Background: an optimization exercise with open tools, aiming at small area. Do not read the settings as production practice.
Where RTL was checked, it was by simulation tests only, not by an equivalence proof against the original.
Power and IR drop assume default switching activity.

main:
==> flow/design.v <==
module memwb_port (
  input  logic p, we, x, wen,
  output logic y
);
  assign y = ~((p | we) & (x | wen));
endmodule
module memwb_aoi222 (
  input  logic s0, d0, s1, d1, s2, d2,
  output logic y
);
  assign y = ~((s0 & d0) | (s1 & d1) | (s2 & d2));
endmodule
module memwb_oai22 (
  input  logic sn0, d0, sn1, d1,
  output logic y
);
  assign y = ~((sn0 | d0) & (sn1 | d1));
endmodule
module memwb_rdbit (
  input  logic [10:0] s,
  input  logic [10:0] d,
  input  logic [10:0] sn,
  input  logic [10:0] dn,
  input  logic        tapok, hsel, hd, bsel, bd,
  output logic        y
);
  logic [3:0] n;   
  logic [5:0] p;   
  memwb_aoi222 u_n0 (.s0(s[0]), .d0(d[0]), .s1(s[1]), .d1(d[1]), .s2(s[2]), .d2(d[2]), .y(n[0]));
  memwb_aoi222 u_n1 (.s0(s[3]), .d0(d[3]), .s1(s[4]), .d1(d[4]), .s2(s[5]), .d2(d[5]), .y(n[1]));
  memwb_aoi222 u_n2 (.s0(s[6]), .d0(d[6]), .s1(s[7]), .d1(d[7]), .s2(s[8]), .d2(d[8]), .y(n[2]));
  assign n[3] = ~((s[9] & d[9]) | (s[10] & d[10]));
  memwb_oai22 u_p0 (.sn0(sn[0]), .d0(dn[0]), .sn1(sn[1]), .d1(dn[1]), .y(p[0]));
  memwb_oai22 u_p1 (.sn0(sn[2]), .d0(dn[2]), .sn1(sn[3]), .d1(dn[3]), .y(p[1]));
  memwb_oai22 u_p2 (.sn0(sn[4]), .d0(dn[4]), .sn1(sn[5]), .d1(dn[5]), .y(p[2]));
  memwb_oai22 u_p3 (.sn0(sn[6]), .d0(dn[6]), .sn1(sn[7]), .d1(dn[7]), .y(p[3]));
  memwb_oai22 u_p4 (.sn0(sn[8]), .d0(dn[8]), .sn1(sn[9]), .d1(dn[9]), .y(p[4]));
  assign p[5] = ~(sn[10] | dn[10]);
  assign y = tapok & (~(&n) | (|p)) | hsel & hd | bsel & bd;
endmodule
module memwb_tapdec (
  input  logic [5:0]  addr,
  input  logic [5:0]  rot,
  output logic [21:0] hit
);
  logic [5:0] h, g, p;
  logic [1:0] e0;           
  logic [3:0] e [1:5];      
  assign h = addr ^ rot;
  assign g = addr & rot;
  assign p = addr | rot;
  assign e0[0] = ~h[0];
  assign e0[1] = h[0];
  for (genvar i = 1; i < 6; i++) begin : g_e
    assign e[i][0] = ~(h[i] ^ p[i - 1]);    
    assign e[i][1] = ~(h[i] ^ g[i - 1]);    
    assign e[i][2] = (h[i] ^ p[i - 1]);     
    assign e[i][3] = (h[i] ^ g[i - 1]);     
  end
  for (genvar k = 0; k < 22; k++) begin : g_hit
    localparam logic [5:0] K = 6'(3 * k);
    assign hit[k] = e0[K[0]] & e[1][{K[1], K[0]}] & e[2][{K[2], K[1]}] &
                    e[3][{K[3], K[2]}] & e[4][{K[4], K[3]}] & e[5][{K[5], K[4]}];
  end
endmodule
module memwb_stage (
  input  logic         clk,
  input  logic         reset,
  input  logic [3:0]   ctrl_MEM,
  input  logic [31:0]  ALU_out_MEM,
  input  logic [31:0]  write_data_MEM,
  input  logic [4:0]   reg_dst_MEM,
  output logic         mem_stall,
  output logic [1:0]   ctrl_WB,
  output logic [31:0]  read_data_WB,
  output logic [31:0]  ALU_out_WB,
  output logic [4:0]   reg_dst_WB,
  output logic         misalign_WB
);
  localparam int NT = 22;   
  logic [31:0] ring [64];
  logic [5:0]  rot;
  logic        b1, b2;
  logic        wb_pend;
  logic [5:0]  wb_addr;
  logic [5:0]  wb_slot;    
  logic [31:0] wb_data;
  logic [1:0]  ctrl_wb_q;
  logic        misalign_wb_q;
  logic [31:0] read_data_wb_q;
  logic [31:0] alu_out_wb_q;
  logic [4:0]  reg_dst_wb_q;
  logic          access, misal, stall, commit, st_commit, byp, drain;
  logic [5:0]    addr;
  logic [NT-1:0] we, wen;
  logic          hsel, bsel, tapok, anyhit;
  logic [NT-1:0] hit;
  logic [31:0]   wd_pos, wd_neg, rdata;
  logic [NT*32-1:0] port_y;
  genvar pk, pb, b, i;
  always_comb begin
    access    = ctrl_MEM[1] | ctrl_MEM[0];
    misal     = access & (ALU_out_MEM[1:0] != 2'b00);
    stall     = b1 | (~b2 & access);
    commit    = ~stall & ~reset;
    st_commit = commit & ctrl_MEM[0] & ~misal;
    addr      = ALU_out_MEM[7:2];
    byp       = wb_pend & (wb_addr == addr);
    for (int k = 0; k < NT; k++) begin
      we[k]   = (wb_slot == 6'(3 * k)) & wb_pend;
    end
    wen    = ~we;
    drain  = |we;
    anyhit = |hit;
    tapok  = ~byp & ~misal;
    bsel   = byp & ~misal;
    hsel   = ~anyhit & ~byp & ~misal;
    wd_pos = wb_data;
    wd_neg = ~wb_data;
  end
  memwb_tapdec u_dec (.addr(addr), .rot(rot), .hit(hit));
  for (b = 0; b < 32; b++) begin : g_rd
    logic [10:0] s, d, sn, dn;
    for (i = 0; i < 11; i++) begin : g_t
      assign s[i]  = hit[2 * i];
      assign d[i]  = ring[6 * i][b];
      assign sn[i] = ~hit[2 * i + 1];
      assign dn[i] = ring[6 * i + 3][b];
    end
    memwb_rdbit u_rd (
      .s(s), .d(d), .sn(sn), .dn(dn), .tapok(tapok),
      .hsel(hsel), .hd(read_data_wb_q[b]), .bsel(bsel), .bd(wb_data[b]),
      .y(rdata[b])
    );
  end
  for (pk = 0; pk < NT; pk++) begin : g_port
    for (pb = 0; pb < 32; pb++) begin : g_bit
      memwb_port u_p (
        .p(ring[(3 * pk + 63) % 64][pb]), .we(we[pk]),
        .x(pk % 2 == 1 ? wd_pos[pb] : wd_neg[pb]), .wen(wen[pk]),
        .y(port_y[32 * pk + pb])
      );
    end
  end
  always_ff @(posedge clk) begin
    rot <= rot + 6'd1;
    for (int j = 0; j < 64; j++) begin
      if (j % 3 == 0) ring[j] <= port_y[32 * (j / 3) +: 32];
      else            ring[j] <= ring[(j + 63) % 64];
    end
    wb_pend <= st_commit | (wb_pend & ~drain);
    wb_slot <= st_commit ? addr + rot + 6'd2 : wb_slot + 6'd1;
    if (st_commit) begin
      wb_addr <= addr;
      wb_data <= write_data_MEM;
    end
    b1 <= ~reset & ~b1 & ~b2 & access;
    b2 <= ~reset & b1;
    ctrl_wb_q      <= commit ? ctrl_MEM[3:2] : 2'b00;
    misalign_wb_q  <= commit & misal;
    read_data_wb_q <= rdata;
    alu_out_wb_q   <= ALU_out_MEM;
    reg_dst_wb_q   <= reg_dst_MEM;
  end
  assign mem_stall    = stall;
  assign ctrl_WB      = ctrl_wb_q;
  assign read_data_WB = read_data_wb_q;
  assign ALU_out_WB   = alu_out_wb_q;
  assign reg_dst_WB   = reg_dst_wb_q;
  assign misalign_WB  = misalign_wb_q;
endmodule
Settings: LEC_CHECK=0, CAP_MARGIN=20, CORE_MARGIN=2, CORE_UTILIZATION=60, CTS_BUF_LIST=sky130_fd_sc_hd__clkbuf_8, CTS_CLUSTER_DIAMETER=60, CTS_CLUSTER_SIZE=20, SLEW_MARGIN=20, SYNTH_HIERARCHICAL=1; clock period 3.5 ns.
standard.sh (not shown) runs the stock make flow with config.mk's settings and CLKGATE_MAP_FILE= SYNTH_SCRIPT=/design/flow/synth_recipe.tcl, a recipe that flattens the netlist after the stock synthesis.
==> flow/flow/run.sh <==
#!/bin/bash
# The standard layout, with two changes: ports are buffered with the smallest
# buffer, and clock tree synthesis uses clkbuf_8 clusters under a clkbuf_16 root, without dummy loads.
set -euo pipefail
export BUFFER_PORTS_ARGS="-buffer_cell sky130_fd_sc_hd__buf_1"
export CTS_ARGS="-sink_clustering_enable -repair_clock_nets -buf_list sky130_fd_sc_hd__clkbuf_8 -sink_clustering_size 20 -sink_clustering_max_diameter 60 -dont_use_dummy_load -root_buf sky130_fd_sc_hd__clkbuf_16"
bash standard.sh > standard_flow.log 2>&1
#### Input delta (the feature branch over main)
==> flow/design.v, changed modules only <==
module memwb_rdbit (
  input  logic [12:0] s,
  input  logic [12:0] d,
  input  logic [10:0] sn,
  input  logic [10:0] dn,
  output logic        y
);
  logic [4:0] n;   
  logic [5:0] p;   
  memwb_aoi222 u_n0 (.s0(s[0]), .d0(d[0]), .s1(s[1]), .d1(d[1]), .s2(s[2]), .d2(d[2]), .y(n[0]));
  memwb_aoi222 u_n1 (.s0(s[3]), .d0(d[3]), .s1(s[4]), .d1(d[4]), .s2(s[5]), .d2(d[5]), .y(n[1]));
  memwb_aoi222 u_n2 (.s0(s[6]), .d0(d[6]), .s1(s[7]), .d1(d[7]), .s2(s[8]), .d2(d[8]), .y(n[2]));
  memwb_aoi222 u_n3 (.s0(s[9]), .d0(d[9]), .s1(s[10]), .d1(d[10]), .s2(s[11]), .d2(d[11]), .y(n[3]));
  assign n[4] = ~(s[12] & d[12]);
  memwb_oai22 u_p0 (.sn0(sn[0]), .d0(dn[0]), .sn1(sn[1]), .d1(dn[1]), .y(p[0]));
  memwb_oai22 u_p1 (.sn0(sn[2]), .d0(dn[2]), .sn1(sn[3]), .d1(dn[3]), .y(p[1]));
  memwb_oai22 u_p2 (.sn0(sn[4]), .d0(dn[4]), .sn1(sn[5]), .d1(dn[5]), .y(p[2]));
  memwb_oai22 u_p3 (.sn0(sn[6]), .d0(dn[6]), .sn1(sn[7]), .d1(dn[7]), .y(p[3]));
  memwb_oai22 u_p4 (.sn0(sn[8]), .d0(dn[8]), .sn1(sn[9]), .d1(dn[9]), .y(p[4]));
  assign p[5] = ~(sn[10] | dn[10]);
  assign y = ~(&n) | (|p);
endmodule
module memwb_stage (
  input  logic         clk,
  input  logic         reset,
  input  logic [3:0]   ctrl_MEM,
  input  logic [31:0]  ALU_out_MEM,
  input  logic [31:0]  write_data_MEM,
  input  logic [4:0]   reg_dst_MEM,
  output logic         mem_stall,
  output logic [1:0]   ctrl_WB,
  output logic [31:0]  read_data_WB,
  output logic [31:0]  ALU_out_WB,
  output logic [4:0]   reg_dst_WB,
  output logic         misalign_WB
);
  localparam int NT = 22;   
  logic [31:0] ring [64];
  logic [5:0]  rot;
  logic        b1, b2;
  logic        wb_pend;
  logic [5:0]  wb_addr;
  logic [5:0]  wb_slot;    
  logic [31:0] wb_data;
  logic [1:0]  ctrl_wb_q;
  logic        misalign_wb_q;
  logic [31:0] read_data_wb_q;
  logic [31:0] alu_out_wb_q;
  logic [4:0]  reg_dst_wb_q;
  logic          access, misal, stall, commit, st_commit, byp, drain;
  logic [5:0]    addr;
  logic [NT-1:0] we, wen;
  logic          hsel, bsel, tapok, anyhit;
  logic [NT-1:0] hit, tsel;
  logic [31:0]   wd_pos, wd_neg, rdata;
  logic [NT*32-1:0] port_y;
  genvar pk, pb, b, i;
  always_comb begin
    access    = ctrl_MEM[1] | ctrl_MEM[0];
    misal     = access & (ALU_out_MEM[1:0] != 2'b00);
    stall     = b1 | (~b2 & access);
    commit    = ~stall & ~reset;
    st_commit = commit & ctrl_MEM[0] & ~misal;
    addr      = ALU_out_MEM[7:2];
    byp       = wb_pend & (wb_addr == addr);
    for (int k = 0; k < NT; k++) begin
      we[k]   = (wb_slot == 6'(3 * k)) & wb_pend;
    end
    wen    = ~we;
    drain  = |we;
    anyhit = |hit;
    tapok  = ~byp & ~misal;
    tsel   = hit & {NT{tapok}};
    bsel   = byp & ~misal;
    hsel   = ~anyhit & ~byp & ~misal;
    wd_pos = wb_data;
    wd_neg = ~wb_data;
  end
  memwb_tapdec u_dec (.addr(addr), .rot(rot), .hit(hit));
  for (b = 0; b < 32; b++) begin : g_rd
    logic [12:0] s, d;
    logic [10:0] sn, dn;
    for (i = 0; i < 11; i++) begin : g_t
      assign s[i]  = tsel[2 * i];
      assign d[i]  = ring[6 * i][b];
      assign sn[i] = ~tsel[2 * i + 1];
      assign dn[i] = ring[6 * i + 3][b];
    end
    assign s[11] = hsel;
    assign d[11] = read_data_wb_q[b];
    assign s[12] = bsel;
    assign d[12] = wb_data[b];
    memwb_rdbit u_rd (.s(s), .d(d), .sn(sn), .dn(dn), .y(rdata[b]));
  end
  for (pk = 0; pk < NT; pk++) begin : g_port
    for (pb = 0; pb < 32; pb++) begin : g_bit
      memwb_port u_p (
        .p(ring[(3 * pk + 63) % 64][pb]), .we(we[pk]),
        .x(pk % 2 == 1 ? wd_pos[pb] : wd_neg[pb]), .wen(wen[pk]),
        .y(port_y[32 * pk + pb])
      );
    end
  end
  always_ff @(posedge clk) begin
    rot <= rot + 6'd1;
    for (int j = 0; j < 64; j++) begin
      if (j % 3 == 0) ring[j] <= port_y[32 * (j / 3) +: 32];
      else            ring[j] <= ring[(j + 63) % 64];
    end
    wb_pend <= st_commit | (wb_pend & ~drain);
    wb_slot <= st_commit ? addr + rot + 6'd2 : wb_slot + 6'd1;
    if (st_commit) begin
      wb_addr <= addr;
      wb_data <= write_data_MEM;
    end
    b1 <= ~reset & ~b1 & ~b2 & access;
    b2 <= ~reset & b1;
    ctrl_wb_q      <= commit ? ctrl_MEM[3:2] : 2'b00;
    misalign_wb_q  <= commit & misal;
    read_data_wb_q <= rdata;
    alu_out_wb_q   <= ALU_out_MEM;
    reg_dst_wb_q   <= reg_dst_MEM;
  end
  assign mem_stall    = stall;
  assign ctrl_WB      = ctrl_wb_q;
  assign read_data_WB = read_data_wb_q;
  assign ALU_out_WB   = alu_out_wb_q;
  assign reg_dst_WB   = reg_dst_wb_q;
  assign misalign_WB  = misalign_wb_q;
endmodule
Findings:
Number of clock-tree buffers in the layout down 1.5% in the feature branch wrt main
Compared to main, the router laid down less metal wire for the feature branch.
NOTE: critical path depth in the feature branch exceeds that of main
Diff the feature branch..main | remaining antenna violation count after routing | unchanged
Die area: main vs the feature branch — no meaningful difference
In the tables for main and the feature branch, total power reads higher with main.
Total global-route track usage, main and the feature branch: larger value in main
On the feature branch: routability-driven placement congestion ratio is 0.97% lower than what main gave.
The feature branch -> main: post-synthesis instance area flat
The feature branch vs. main: detailed-routing iteration count for the pre-antenna-repair pass -1; area share of fa/ha/maj cells after synthesis was more or less identical; worst setup slack higher.
The via-per-instance ratio of the feature branch is lower than that of main.
| worst path arrival time | higher: main |
Only the layout flow was run in main; the RTL was not checked for function there.

-- separate check: timing with driven ports --
How much do the figures lean on ideal ports? The routed layouts below were timed once more, with nothing changed but the port constraints. Step 1 sets driving cells, clkbuf_16 on the clock port and buf_2 on the other inputs (assumed; they add their load-dependent delay and slew). Step 2, shift: input delay + t, output delay - t, t = (earliest + latest rising clock arrival at the registers) / 2. This alone moves slack from input paths to output paths. a / b / c = ideal / step 1 / step 2; a / b = the first two.
run | t (ns) | setup WS [ns] | worst setup path after step 2
main | 0.764 | 0.172 / 0.172 / -0.180 | input to register
the feature branch | 0.768 | 0.253 / 0.253 / -0.306 | input to register
With both steps, setup timing fails in main and the feature branch, where it was met with ideal ports. For the feature branch, which loses most, drivers alone change the setup slack by 0.000 ns; drivers and shift together by -0.559 ns.
